What follows belongs to an exercise in optimizing a design on an open flow for small area and few clock cycles per item; a production flow would make more cautious choices. Only simulation tests tie the RTL to the original design; equivalence was not proved.

## flow/design.v (module list and top-level ports; edited modules follow where they fit)
// module aqids_fa: 10 lines
// module aqids_ha: 9 lines
// module air_quality_index_daily_summary: 3111 lines
module air_quality_index_daily_summary #(
  parameter int PERIODS_PER_DAY = 6
) (
  input  logic                clk,
  input  logic                rst_n,
  input  logic                cfg_we,
  input  logic [1:0]          cfg_index,
  input  logic [13:0]         cfg_wdata,
  input  logic                in_valid,
  output logic                in_ready,
  input  logic [13:0]         in_pm25_tenths,
  input  logic [13:0]         in_co2_ppm,
  input  logic signed [10:0]  in_temperature_tenths,
  input  logic [9:0]          in_humidity_tenths,
  output logic                out_valid,
  input  logic                out_ready,
  output logic [8:0]          out_aqi_index,
  output logic [2:0]          out_aqi_level,
  output logic [1:0]          out_co2_level,
  output logic signed [11:0]  out_thi_tenths,
  output logic [1:0]          out_thi_level,
  output logic                out_day_done,
  output logic [8:0]          out_avg_aqi,
  output logic [13:0]         out_avg_co2,
  output logic signed [11:0]  out_avg_thi_tenths,
  output logic [2:0]          out_rec_aqi_level,
  output logic [1:0]          out_rec_co2_level,
  output logic [2:0]          out_rec_thi_level
);
  // ...
==> flow/flow/run.sh <==
#!/bin/bash
# Layout flow: the standard flow (standard.sh), with
#  - the port buffers made of the smallest buffer cell (buf_1) instead of the
#    resizer's default choice (a delay buffer), and
#  - clock tree synthesis with clkbuf_8 buffers and without dummy loads.
set -e
export BUFFER_PORTS_ARGS="-buffer_cell sky130_fd_sc_hd__buf_1"
export CTS_ARGS="-sink_clustering_enable -repair_clock_nets -buf_list sky130_fd_sc_hd__clkbuf_8 -dont_use_dummy_load"
bash standard.sh > standard.log 2>&1
==> flow/standard.sh <==
#!/bin/bash
# synth_recipe.tcl (not shown) runs the flow's synth.tcl, then flattens the netlist and writes it again
# the make line also repeats each setting of config.mk as NAME=value (left out here)
make -C /OpenROAD-flow-scripts/flow DESIGN_CONFIG=/design/flow/config.mk WORK_HOME=/design/flow/orfs CLKGATE_MAP_FILE= SYNTH_SCRIPT=/design/flow/synth_recipe.tcl "${@:-finish}"
==> flow/config.mk <==
export PLATFORM = sky130hd
export DESIGN_NAME = air_quality_index_daily_summary
export DESIGN_NICKNAME = air_quality_index_daily_summary
export VERILOG_FILES = /design/flow/design.v
export SDC_FILE = /design/flow/constraint.sdc
export NUM_CORES = 4
export LEC_CHECK = 0
export ABC_AREA = 1
export CAP_MARGIN = 20
export CORE_MARGIN = 2
export CORE_UTILIZATION = 40
export SLEW_MARGIN = 20
export SYNTH_HIERARCHICAL = 1
export SYNTH_MINIMUM_KEEP_SIZE = 0
==> flow/constraint.sdc <==
create_clock -name core_clock -period 11.0 [get_ports {clk}]
set_input_delay 2.2000 -clock core_clock [delete_from_list [all_inputs] [get_ports {clk}]]
set_output_delay 2.2000 -clock core_clock [all_outputs]
set_load 0.01 [all_outputs]
==> flow_metrics.env, run 1 <==
export IMPL_max_stage_delay_ns=0.60
export IMPL_fin_skew_ns=0.03086
export IMPL_synth_distinct_cells=52
export IMPL_rsz0062_at_grt="false"
export IMPL_ys_dominant_reg_cell="edfxtp_1"
export IMPL_outcome="finished clean"
export IMPL_syn_area_um2=20820
export IMPL_numCtsBuffers=17
export IMPL_grt_busiest_layer="met2"
export IMPL_post_route_util_pct=43.70
export IMPL_route_detailed_drc=0
export IMPL_hold_class="flip-flop to flip-flop"
export IMPL_grt_max_degree=77
export IMPL_regToRegEndpoint="sum_thi_r[13]"
export IMPL_setup_viol=0
export IMPL_synth_top_family_by_area="adder cells"
export IMPL_path_max_fanout=7
export IMPL_synth_edf_count=108
export IMPL_wl_met3_um=2917
export IMPL_multiInputGateArea_um2=14690
export IMPL_drt_wl_total_um=52790
export IMPL_gp_congestion=0.9173
export IMPL_postCtsSetupRepairBufs=0
export IMPL_largest_register_ffs=19
export IMPL_crit_top_cell="fa_1"
export IMPL_cts_resized=0
export IMPL_synth_cells=2350
export IMPL_vias_per_cell=5.035
Testbench counts, summed over its fixed seeds: cycles 24,016, items 24,000.
==> inputs of run 2 (changes only) <==
--- a/flow/design.v
+++ b/flow/design.v
@@ -2681,19 +2681,78 @@
   assign td_270 = td_144 ^ td_211;
   assign td_271 = td_146 ^ td_256;
   assign td_272 = td_148 ^ td_229;
   assign td_273 = td_150 ^ td_259;
   assign td_274 = td_152 ^ td_217;
   assign td_275 = td_154 ^ td_262;
   assign thi_q = {td_275, td_274, td_273, td_272, td_271, td_270, td_269, td_268, td_267, td_266, td_265, td_264};
   assign thi_u = s1_thi_neg_r ? 12'd0 : ((thi_q > 12'd2250) ? 12'd2250 : thi_q);
+  logic co2_le_good, co2_le_moderate;
+  logic cl_0;
+  logic cl_1;
+  logic cl_2;
+  logic cl_3;
+  logic cl_4;
+  logic cl_5;
+  logic cl_6;
+  logic cl_7;
+  logic cl_8;
+  logic cl_9;
+  logic cl_10;
+  logic cl_11;
+  logic cl_12;
+  logic cl_13;
+  logic cl_14;
+  logic cl_15;
+  logic cl_16;
+  logic cl_17;
+  logic cl_18;
+  logic cl_19;
+  logic cl_20;
+  logic cl_21;
+  logic cl_22;
+  logic cl_23;
+  logic cl_24;
+  logic cl_25;
+  logic cl_26;
+  logic cl_27;
+  assign cl_0 = ~s1_co2_r[0] | co2_good_r[0];
+  assign cl_1 = (~s1_co2_r[1] & co2_good_r[1]) | (~s1_co2_r[1] & cl_0) | (co2_good_r[1] & cl_0);
+  assign cl_2 = (~s1_co2_r[2] & co2_good_r[2]) | (~s1_co2_r[2] & cl_1) | (co2_good_r[2] & cl_1);
+  assign cl_3 = (~s1_co2_r[3] & co2_good_r[3]) | (~s1_co2_r[3] & cl_2) | (co2_good_r[3] & cl_2);
+  assign cl_4 = (~s1_co2_r[4] & co2_good_r[4]) | (~s1_co2_r[4] & cl_3) | (co2_good_r[4] & cl_3);
+  assign cl_5 = (~s1_co2_r[5] & co2_good_r[5]) | (~s1_co2_r[5] & cl_4) | (co2_good_r[5] & cl_4);
+  assign cl_6 = (~s1_co2_r[6] & co2_good_r[6]) | (~s1_co2_r[6] & cl_5) | (co2_good_r[6] & cl_5);
+  assign cl_7 = (~s1_co2_r[7] & co2_good_r[7]) | (~s1_co2_r[7] & cl_6) | (co2_good_r[7] & cl_6);
+  assign cl_8 = (~s1_co2_r[8] & co2_good_r[8]) | (~s1_co2_r[8] & cl_7) | (co2_good_r[8] & cl_7);
+  assign cl_9 = (~s1_co2_r[9] & co2_good_r[9]) | (~s1_co2_r[9] & cl_8) | (co2_good_r[9] & cl_8);
+  assign cl_10 = (~s1_co2_r[10] & co2_good_r[10]) | (~s1_co2_r[10] & cl_9) | (co2_good_r[10] & cl_9);
+  assign cl_11 = (~s1_co2_r[11] & co2_good_r[11]) | (~s1_co2_r[11] & cl_10) | (co2_good_r[11] & cl_10);
+  assign cl_12 = (~s1_co2_r[12] & co2_good_r[12]) | (~s1_co2_r[12] & cl_11) | (co2_good_r[12] & cl_11);
+  assign cl_13 = (~s1_co2_r[13] & co2_good_r[13]) | (~s1_co2_r[13] & cl_12) | (co2_good_r[13] & cl_12);
+  assign cl_14 = ~s1_co2_r[0] | co2_moderate_r[0];
+  assign cl_15 = (~s1_co2_r[1] & co2_moderate_r[1]) | (~s1_co2_r[1] & cl_14) | (co2_moderate_r[1] & cl_14);
+  assign cl_16 = (~s1_co2_r[2] & co2_moderate_r[2]) | (~s1_co2_r[2] & cl_15) | (co2_moderate_r[2] & cl_15);
+  assign cl_17 = (~s1_co2_r[3] & co2_moderate_r[3]) | (~s1_co2_r[3] & cl_16) | (co2_moderate_r[3] & cl_16);
+  assign cl_18 = (~s1_co2_r[4] & co2_moderate_r[4]) | (~s1_co2_r[4] & cl_17) | (co2_moderate_r[4] & cl_17);
+  assign cl_19 = (~s1_co2_r[5] & co2_moderate_r[5]) | (~s1_co2_r[5] & cl_18) | (co2_moderate_r[5] & cl_18);
+  assign cl_20 = (~s1_co2_r[6] & co2_moderate_r[6]) | (~s1_co2_r[6] & cl_19) | (co2_moderate_r[6] & cl_19);
+  assign cl_21 = (~s1_co2_r[7] & co2_moderate_r[7]) | (~s1_co2_r[7] & cl_20) | (co2_moderate_r[7] & cl_20);
+  assign cl_22 = (~s1_co2_r[8] & co2_moderate_r[8]) | (~s1_co2_r[8] & cl_21) | (co2_moderate_r[8] & cl_21);
+  assign cl_23 = (~s1_co2_r[9] & co2_moderate_r[9]) | (~s1_co2_r[9] & cl_22) | (co2_moderate_r[9] & cl_22);
+  assign cl_24 = (~s1_co2_r[10] & co2_moderate_r[10]) | (~s1_co2_r[10] & cl_23) | (co2_moderate_r[10] & cl_23);
+  assign cl_25 = (~s1_co2_r[11] & co2_moderate_r[11]) | (~s1_co2_r[11] & cl_24) | (co2_moderate_r[11] & cl_24);
+  assign cl_26 = (~s1_co2_r[12] & co2_moderate_r[12]) | (~s1_co2_r[12] & cl_25) | (co2_moderate_r[12] & cl_25);
+  assign cl_27 = (~s1_co2_r[13] & co2_moderate_r[13]) | (~s1_co2_r[13] & cl_26) | (co2_moderate_r[13] & cl_26);
+  assign co2_le_good     = cl_13;
+  assign co2_le_moderate = cl_27;
   always_comb begin
-    if (s1_co2_r <= co2_good_r) co2_lvl_c = 2'd0;
-    else if (s1_co2_r <= co2_moderate_r) co2_lvl_c = 2'd1;
+    if (co2_le_good) co2_lvl_c = 2'd0;
+    else if (co2_le_moderate) co2_lvl_c = 2'd1;
     else co2_lvl_c = 2'd2;
   end
   assign day_r    = (cnt_r == CNT_W'(PERIODS_PER_DAY - 1));
   assign base_aqi = day_r ? 12'd0 : sum_aqi_r;
   assign base_co2 = day_r ? 16'd0 : sum_co2_r;
   assign base_thi = day_r ? 14'd0 : sum_thi_r;
   logic [11:0] sum_aqi_c;
   logic [13:0] sum_thi_c;
@@ -2835,16 +2894,17 @@
   always_ff @(posedge clk) begin
     if (adv && s1_valid_r) begin
       sum_aqi_r <= sum_aqi_c;
       sum_co2_r <= co2_add[16] ? 16'hFFFF : co2_add[15:0];
       sum_thi_r <= sum_thi_c;
     end
   end
   logic [11:0] avg_thi_u;
+  logic        avg_le_good, avg_le_moderate, avg_le_high;
   logic av_0;
   logic av_1;
   logic av_2;
   logic av_3;
   logic av_4;
   logic av_5;
   logic av_6;
   logic av_7;
@@ -2957,16 +3017,58 @@
   logic av_114, av_115;
   logic av_116, av_117;
   logic av_118;
   logic av_119;
   logic av_120;
   logic av_121;
   logic av_122;
   logic av_123;
+  logic av_124;
+  logic av_125;
+  logic av_126;
+  logic av_127;
+  logic av_128;
+  logic av_129;
+  logic av_130;
+  logic av_131;
+  logic av_132;
+  logic av_133;
+  logic av_134;
+  logic av_135;
+  logic av_136;
+  logic av_137;
+  logic av_138;
+  logic av_139;
+  logic av_140;
+  logic av_141;
+  logic av_142;
+  logic av_143;
+  logic av_144;
+  logic av_145;
+  logic av_146;
+  logic av_147;
+  logic av_148;
+  logic av_149;
+  logic av_150;
+  logic av_151;
+  logic av_152;
+  logic av_153;
+  logic av_154;
+  logic av_155;
+  logic av_156;
+  logic av_157;
+  logic av_158;
+  logic av_159;
+  logic av_160;
+  logic av_161;
+  logic av_162;
+  logic av_163;
+  logic av_164;
+  logic av_165;
   assign av_0 = 1'b0 | (sum_aqi_r[11] & sum_aqi_r[10]);
   assign av_1 = (sum_aqi_r[11] & ~sum_aqi_r[10]) | (1'b0 & sum_aqi_r[10]);
   assign av_2 = (~1'b0 & ~sum_aqi_r[11] & sum_aqi_r[10]) | (1'b0 & ~sum_aqi_r[10]);
   assign av_3 = av_1 | (av_2 & sum_aqi_r[9]);
   assign av_4 = (av_2 & ~sum_aqi_r[9]) | (av_1 & sum_aqi_r[9]);
   assign av_5 = (~av_1 & ~av_2 & sum_aqi_r[9]) | (av_1 & ~sum_aqi_r[9]);
   assign av_6 = av_4 | (av_5 & sum_aqi_r[8]);
   assign av_7 = (av_5 & ~sum_aqi_r[8]) | (av_4 & sum_aqi_r[8]);
@@ -3079,31 +3181,76 @@
   aqids_ha u_av_114 (.a(av_84), .b(av_113), .s(av_114), .co(av_115));
   aqids_ha u_av_116 (.a(av_81), .b(av_115), .s(av_116), .co(av_117));
   assign av_118 = av_78 ^ 1'b1 ^ av_117;
   assign av_119 = (av_78 & 1'b1) | (av_78 & av_117) | (1'b1 & av_117);
   assign av_120 = av_75 ^ 1'b1 ^ av_119;
   assign av_121 = (av_75 & 1'b1) | (av_75 & av_119) | (1'b1 & av_119);
   assign av_122 = av_72 ^ 1'b1 ^ av_121;
   assign av_123 = (av_72 & 1'b1) | (av_72 & av_121) | (1'b1 & av_121);
+  assign av_124 = ~av_69 | co2_good_r[0];
+  assign av_125 = (~av_66 & co2_good_r[1]) | (~av_66 & av_124) | (co2_good_r[1] & av_124);
+  assign av_126 = (~av_63 & co2_good_r[2]) | (~av_63 & av_125) | (co2_good_r[2] & av_125);
+  assign av_127 = (~av_60 & co2_good_r[3]) | (~av_60 & av_126) | (co2_good_r[3] & av_126);
+  assign av_128 = (~av_57 & co2_good_r[4]) | (~av_57 & av_127) | (co2_good_r[4] & av_127);
+  assign av_129 = (~av_54 & co2_good_r[5]) | (~av_54 & av_128) | (co2_good_r[5] & av_128);
+  assign av_130 = (~av_51 & co2_good_r[6]) | (~av_51 & av_129) | (co2_good_r[6] & av_129);
+  assign av_131 = (~av_48 & co2_good_r[7]) | (~av_48 & av_130) | (co2_good_r[7] & av_130);
+  assign av_132 = (~av_45 & co2_good_r[8]) | (~av_45 & av_131) | (co2_good_r[8] & av_131);
+  assign av_133 = (~av_42 & co2_good_r[9]) | (~av_42 & av_132) | (co2_good_r[9] & av_132);
+  assign av_134 = (~av_39 & co2_good_r[10]) | (~av_39 & av_133) | (co2_good_r[10] & av_133);
+  assign av_135 = (~av_36 & co2_good_r[11]) | (~av_36 & av_134) | (co2_good_r[11] & av_134);
+  assign av_136 = (~av_33 & co2_good_r[12]) | (~av_33 & av_135) | (co2_good_r[12] & av_135);
+  assign av_137 = (~av_30 & co2_good_r[13]) | (~av_30 & av_136) | (co2_good_r[13] & av_136);
+  assign av_138 = ~av_69 | co2_moderate_r[0];
+  assign av_139 = (~av_66 & co2_moderate_r[1]) | (~av_66 & av_138) | (co2_moderate_r[1] & av_138);
+  assign av_140 = (~av_63 & co2_moderate_r[2]) | (~av_63 & av_139) | (co2_moderate_r[2] & av_139);
+  assign av_141 = (~av_60 & co2_moderate_r[3]) | (~av_60 & av_140) | (co2_moderate_r[3] & av_140);
+  assign av_142 = (~av_57 & co2_moderate_r[4]) | (~av_57 & av_141) | (co2_moderate_r[4] & av_141);
+  assign av_143 = (~av_54 & co2_moderate_r[5]) | (~av_54 & av_142) | (co2_moderate_r[5] & av_142);
+  assign av_144 = (~av_51 & co2_moderate_r[6]) | (~av_51 & av_143) | (co2_moderate_r[6] & av_143);
+  assign av_145 = (~av_48 & co2_moderate_r[7]) | (~av_48 & av_144) | (co2_moderate_r[7] & av_144);
+  assign av_146 = (~av_45 & co2_moderate_r[8]) | (~av_45 & av_145) | (co2_moderate_r[8] & av_145);
+  assign av_147 = (~av_42 & co2_moderate_r[9]) | (~av_42 & av_146) | (co2_moderate_r[9] & av_146);
+  assign av_148 = (~av_39 & co2_moderate_r[10]) | (~av_39 & av_147) | (co2_moderate_r[10] & av_147);
+  assign av_149 = (~av_36 & co2_moderate_r[11]) | (~av_36 & av_148) | (co2_moderate_r[11] & av_148);
+  assign av_150 = (~av_33 & co2_moderate_r[12]) | (~av_33 & av_149) | (co2_moderate_r[12] & av_149);
+  assign av_151 = (~av_30 & co2_moderate_r[13]) | (~av_30 & av_150) | (co2_moderate_r[13] & av_150);
+  assign av_152 = ~av_69 | co2_high_r[0];
+  assign av_153 = (~av_66 & co2_high_r[1]) | (~av_66 & av_152) | (co2_high_r[1] & av_152);
+  assign av_154 = (~av_63 & co2_high_r[2]) | (~av_63 & av_153) | (co2_high_r[2] & av_153);
+  assign av_155 = (~av_60 & co2_high_r[3]) | (~av_60 & av_154) | (co2_high_r[3] & av_154);
+  assign av_156 = (~av_57 & co2_high_r[4]) | (~av_57 & av_155) | (co2_high_r[4] & av_155);
+  assign av_157 = (~av_54 & co2_high_r[5]) | (~av_54 & av_156) | (co2_high_r[5] & av_156);
+  assign av_158 = (~av_51 & co2_high_r[6]) | (~av_51 & av_157) | (co2_high_r[6] & av_157);
+  assign av_159 = (~av_48 & co2_high_r[7]) | (~av_48 & av_158) | (co2_high_r[7] & av_158);
+  assign av_160 = (~av_45 & co2_high_r[8]) | (~av_45 & av_159) | (co2_high_r[8] & av_159);
+  assign av_161 = (~av_42 & co2_high_r[9]) | (~av_42 & av_160) | (co2_high_r[9] & av_160);
+  assign av_162 = (~av_39 & co2_high_r[10]) | (~av_39 & av_161) | (co2_high_r[10] & av_161);
+  assign av_163 = (~av_36 & co2_high_r[11]) | (~av_36 & av_162) | (co2_high_r[11] & av_162);
+  assign av_164 = (~av_33 & co2_high_r[12]) | (~av_33 & av_163) | (co2_high_r[12] & av_163);
+  assign av_165 = (~av_30 & co2_high_r[13]) | (~av_30 & av_164) | (co2_high_r[13] & av_164);
   assign avg_aqi   = {av_3, av_6, av_9, av_12, av_15, av_18, av_21, av_24, av_27};
   assign avg_co2   = {av_30, av_33, av_36, av_39, av_42, av_45, av_48, av_51, av_54, av_57, av_60, av_63, av_66, av_69};
   assign avg_thi_u = {av_72, av_75, av_78, av_81, av_84, av_87, av_90, av_93, av_96, av_99, av_102, av_105};
   assign avg_thi   = $signed({av_122, av_120, av_118, av_116, av_114, av_112, av_110, av_108, av_96, av_99, av_102, av_105});
+  assign avg_le_good     = av_137;
+  assign avg_le_moderate = av_151;
+  assign avg_le_high     = av_165;
   always_comb begin
     if (avg_aqi <= 9'd50) rec_aqi = 3'd0;
     else if (avg_aqi <= 9'd100) rec_aqi = 3'd1;
     else if (avg_aqi <= 9'd150) rec_aqi = 3'd2;
     else if (avg_aqi <= 9'd200) rec_aqi = 3'd3;
     else rec_aqi = 3'd4;
   end
   always_comb begin
-    if (avg_co2 <= co2_good_r) rec_co2 = 2'd0;
-    else if (avg_co2 <= co2_moderate_r) rec_co2 = 2'd1;
-    else if (avg_co2 <= co2_high_r) rec_co2 = 2'd2;
+    if (avg_le_good) rec_co2 = 2'd0;
+    else if (avg_le_moderate) rec_co2 = 2'd1;
+    else if (avg_le_high) rec_co2 = 2'd2;
     else rec_co2 = 2'd3;
   end
   always_comb begin
     if (avg_thi_u < 12'd670) rec_thi = 3'd0;
     else if (avg_thi_u < 12'd690) rec_thi = 3'd1;
     else if (avg_thi_u < 12'd720) rec_thi = 3'd2;
     else if (avg_thi_u < 12'd750) rec_thi = 3'd3;
     else rec_thi = 3'd4;
==> run 2 against run 1 <==
  * Routed wire length shrank 8.2%
  * Worst hold slack gained 0.0053 ns
  * Clock skew shrank 0.0021 ns
  * Critical path depth shrank 1
  * Largest cell class unchanged
  * Die area shrank 4.0%
  * Setup slack lost 0.14 ns
==> flow_metrics.env, run 2 <==
export IMPL_grt_pass1_wl_um=78790
export IMPL_fin_hold_ws_ns=0.4627
export IMPL_regMostFlops="s1_thi_z_r"
export IMPL_wl_per_cell_um=15.74
export IMPL_synth_edf_count=108
export IMPL_post_route_util_pct=44.03
export IMPL_htree_levels=4
export IMPL_tightest_slew_ns=0.9467
export IMPL_cp_num_buf_inv=1
export IMPL_ys_top_cells_by_count="inv_1 (461), nand2_1 (345), fa_1 (322)"
export IMPL_timing_slew_headroom_pct=36.89
export IMPL_numCtsBuffers=17
export IMPL_path_class="flip-flop to flip-flop"
export IMPL_grtUsageTotal_pct=19.34
export IMPL_max_freq_ghz=0.09531
export IMPL_dr_pass1_iters=7
export IMPL_grt_max_degree=67
export IMPL_dp_hpwl_um=40000
export IMPL_route_detailed_drc=0
export IMPL_drtAntennaViolNets=0
export IMPL_synth_area_top_cells="fa_1 (32%), edfxtp_1 (16%), ha_1 (11%)"
export IMPL_synth_top_cell_by_area="fa_1"
export IMPL_clockBufferDepth=2
export IMPL_instances_no_fill=3078
export IMPL_post_route_period_util_pct=95.38
export IMPL_setup_viol=0
export IMPL_area_growth_pct=8.384
export IMPL_critPathTopFamily="adder cells"
export IMPL_gp_congestion=0.9258
export IMPL_num_vias=15270
export IMPL_drt_wl_total_um=48450
export IMPL_die_height_um=227.4
export IMPL_end_kind="flip-flop"
export IMPL_cts_hold_buf=0
export IMPL_synth_top_cell_area_share_pct=32.28
export IMPL_placed_cells=3059
export IMPL_ys_warn_count=7
export IMPL_port_buffers=143
export IMPL_drive_gt1_share_pct=4.807
export IMPL_synth_cells=2280
export IMPL_slew_viol_final=0
export IMPL_fp_dieW_um=227.4
export IMPL_worstSetupStartpointType="flip-flop"
export IMPL_path_max_fanout=2
export IMPL_mostFrequentLayoutCell="inv_1"
export IMPL_largest_register_ffs=19
export IMPL_most_common_layout_cells="inv_1 (460), nand2_1 (345), fa_1 (321), nor2_1 (312), ha_1 (172)"
export IMPL_synth_distinct_cells=53
export IMPL_synth_seq_area_share_pct=20.95
export IMPL_antenna_found_initial=0
export IMPL_overflow=0
export IMPL_syn_area_um2=19970
export IMPL_outcome="finished clean"
export IMPL_crit_top_cell="fa_1"
export IMPL_core_area_um2=49150
export IMPL_vias_per_cell=4.962
export IMPL_io_pins=144
export IMPL_hold_class="flip-flop to flip-flop"
export IMPL_worstPathRequired_ns=11.21
export IMPL_fin_skew_ns=0.02877
export IMPL_worstSkewPairLatency_ns=0.47
export IMPL_period_needed_ns=10.49
export IMPL_slowest_stage="fa_1"
export IMPL_crit_arrival_ns=10.71
export IMPL_hold_viol=0
export IMPL_rows=81
export IMPL_grt_pass1_vias=15760
export IMPL_synth_avg_cell_area_um2=8.758
export IMPL_synth_seq_cells=155
export IMPL_yosysMostFrequentCell="inv_1"
export IMPL_top_regs="s1_thi_z_r: 19 flops, sum_co2_r: 16 flops"
export IMPL_fin_nets=2979
export IMPL_max_stage_delay_ns=0.59
export IMPL_drtIter0Drc=980
export IMPL_dieArea_um2=51730
export IMPL_start_util_pct=40.63
export IMPL_async_reset_ff_share_pct=0
export IMPL_synth_fp_nets=2844
export IMPL_drv_cap=0
export IMPL_clock_sinks=155
export IMPL_cts_tree="yes"
export IMPL_clk_pin_slew_ns=0.09
export IMPL_clockRootBuffer="clkbuf_8"
export IMPL_ys_dominant_reg_cell="edfxtp_1"
[run 2: cell types whose count changed in the layout (fill, tap and decap cells not counted), sizes merged, moves of 10 or more]
cell    previous run  this run
inv              450       466
o221ai             2        20
nand4             32        11
nor2             270       314
o22ai              0        18
ha               241       172
o211ai            27        17
a21oi            114        85
a22oi              0        13
nand2            397       367
[run 2: what timing repair did]
| action | in CTS | in global routing |
|---|---|---|
| buffers inserted | 0 | 1 |
| resized for setup | 0 | 11 |
| setup endpoints to repair | 0 | 3 |
[run 2: layer usage]
| metal | share of wire, % | GRT usage, % | wire length (µm) |
|---|---|---|---|
| met5 | 0 | 0 | 0 |
| met3 | 4.5 | 2.607 | 2204 |
| met2 | 48 | 32.51 | 23150 |
| met4 | 1.8 | 4.934 | 876 |
| met1 | 46 | 26.37 | 22220 |
[run 2: per-stage QoR]
stage	TNS [ns]	area, µm²	worst slack [ns]
floorplan	0	19970	0.8726
global route	-0.04478	21640	-0.04478
finish	0	21640	0.5077
global placement	0	21350	0.3172
detailed placement	0	21350	0.2010
CTS	0	21590	0.2177
[run 2: final timing paths]
path | start | end | slack [ns] | depth (start not counted)
max reg2reg | s1_thi_z_r[14] | sum_thi_r[13] | 0.51 | 39
max | s1_thi_z_r[14] | sum_thi_r[13] | 0.51 | 39
min | co2_high_r[0] | co2_high_r[0] | 0.46 | 2
min reg2reg | co2_high_r[0] | co2_high_r[0] | 0.46 | 2
[run 2: final cells by class]
class | count | area, µm²
Fill cell | 4841 | 27510
Multi-Input combinational cell | 1595 | 13860
Sequential cell | 155 | 4184
Inverter | 474 | 1779
Tap cell | 664 | 830.8
Timing Repair Buffer | 172 | 754.5
Clock buffer | 17 | 234.0
Antenna cell | 1 | 2.502
[run 2: tightest hold or removal path: cells and delay by family (launching register included)]
family | cells | cell delay (ns)
compound gates | 1 | 0.05
buf+inv | 1 | 0.06
flops | 1 | 0.31
[run 2: cell families after synthesis]
| logic type | synth area share (%) |
|---|---|
| AND/OR/NAND/NOR | 16.70 |
| buffers and inverters | 9.962 |
| adder cells (fa/ha/maj) | 43.06 |
| AO/OA/AOI/OAI | 8.183 |
| flip-flops | 20.95 |
| XOR/XNOR | 1.140 |
[run 2: modules after synthesis, one instance, submodules excluded]
module                           cells inside  times used  cell area [µm²]  flip-flops and latches
aqids_fa                                    1         303            20.02                       0
aqids_ha                                    1          57            12.51                       0
air_quality_index_daily_summary          1920           1            13190                     155
Testbench counts of run 2, summed over its fixed seeds: cycles 24,016, items 24,000.

## static timing again, ports no longer ideal
How much do the figures lean on ideal ports? The routed layouts below were timed once more, with nothing changed but the port constraints. Step 1, drivers: a clkbuf_16 drives clk and a buf_2 each remaining input, both assumed. Step 2, shift: input delay + t, output delay - t, t = (earliest + latest rising clock arrival at the registers) / 2. This alone moves slack from input paths to output paths. Slacks: no drivers / after step 1 / after step 2; pairs: no drivers / after step 1.
| run | t (ns) | slack for setup (ns) | worst hold slack (ns) |
|---|---|---|---|
| run 1 | 0.520 | 0.646 / 0.646 / 0.646 | 0.457 / 0.457 / 0.457 |
| run 2 | 0.516 | 0.508 / 0.508 / 0.508 | 0.463 / 0.463 / 0.463 |
After both steps every run listed still meets setup and hold.
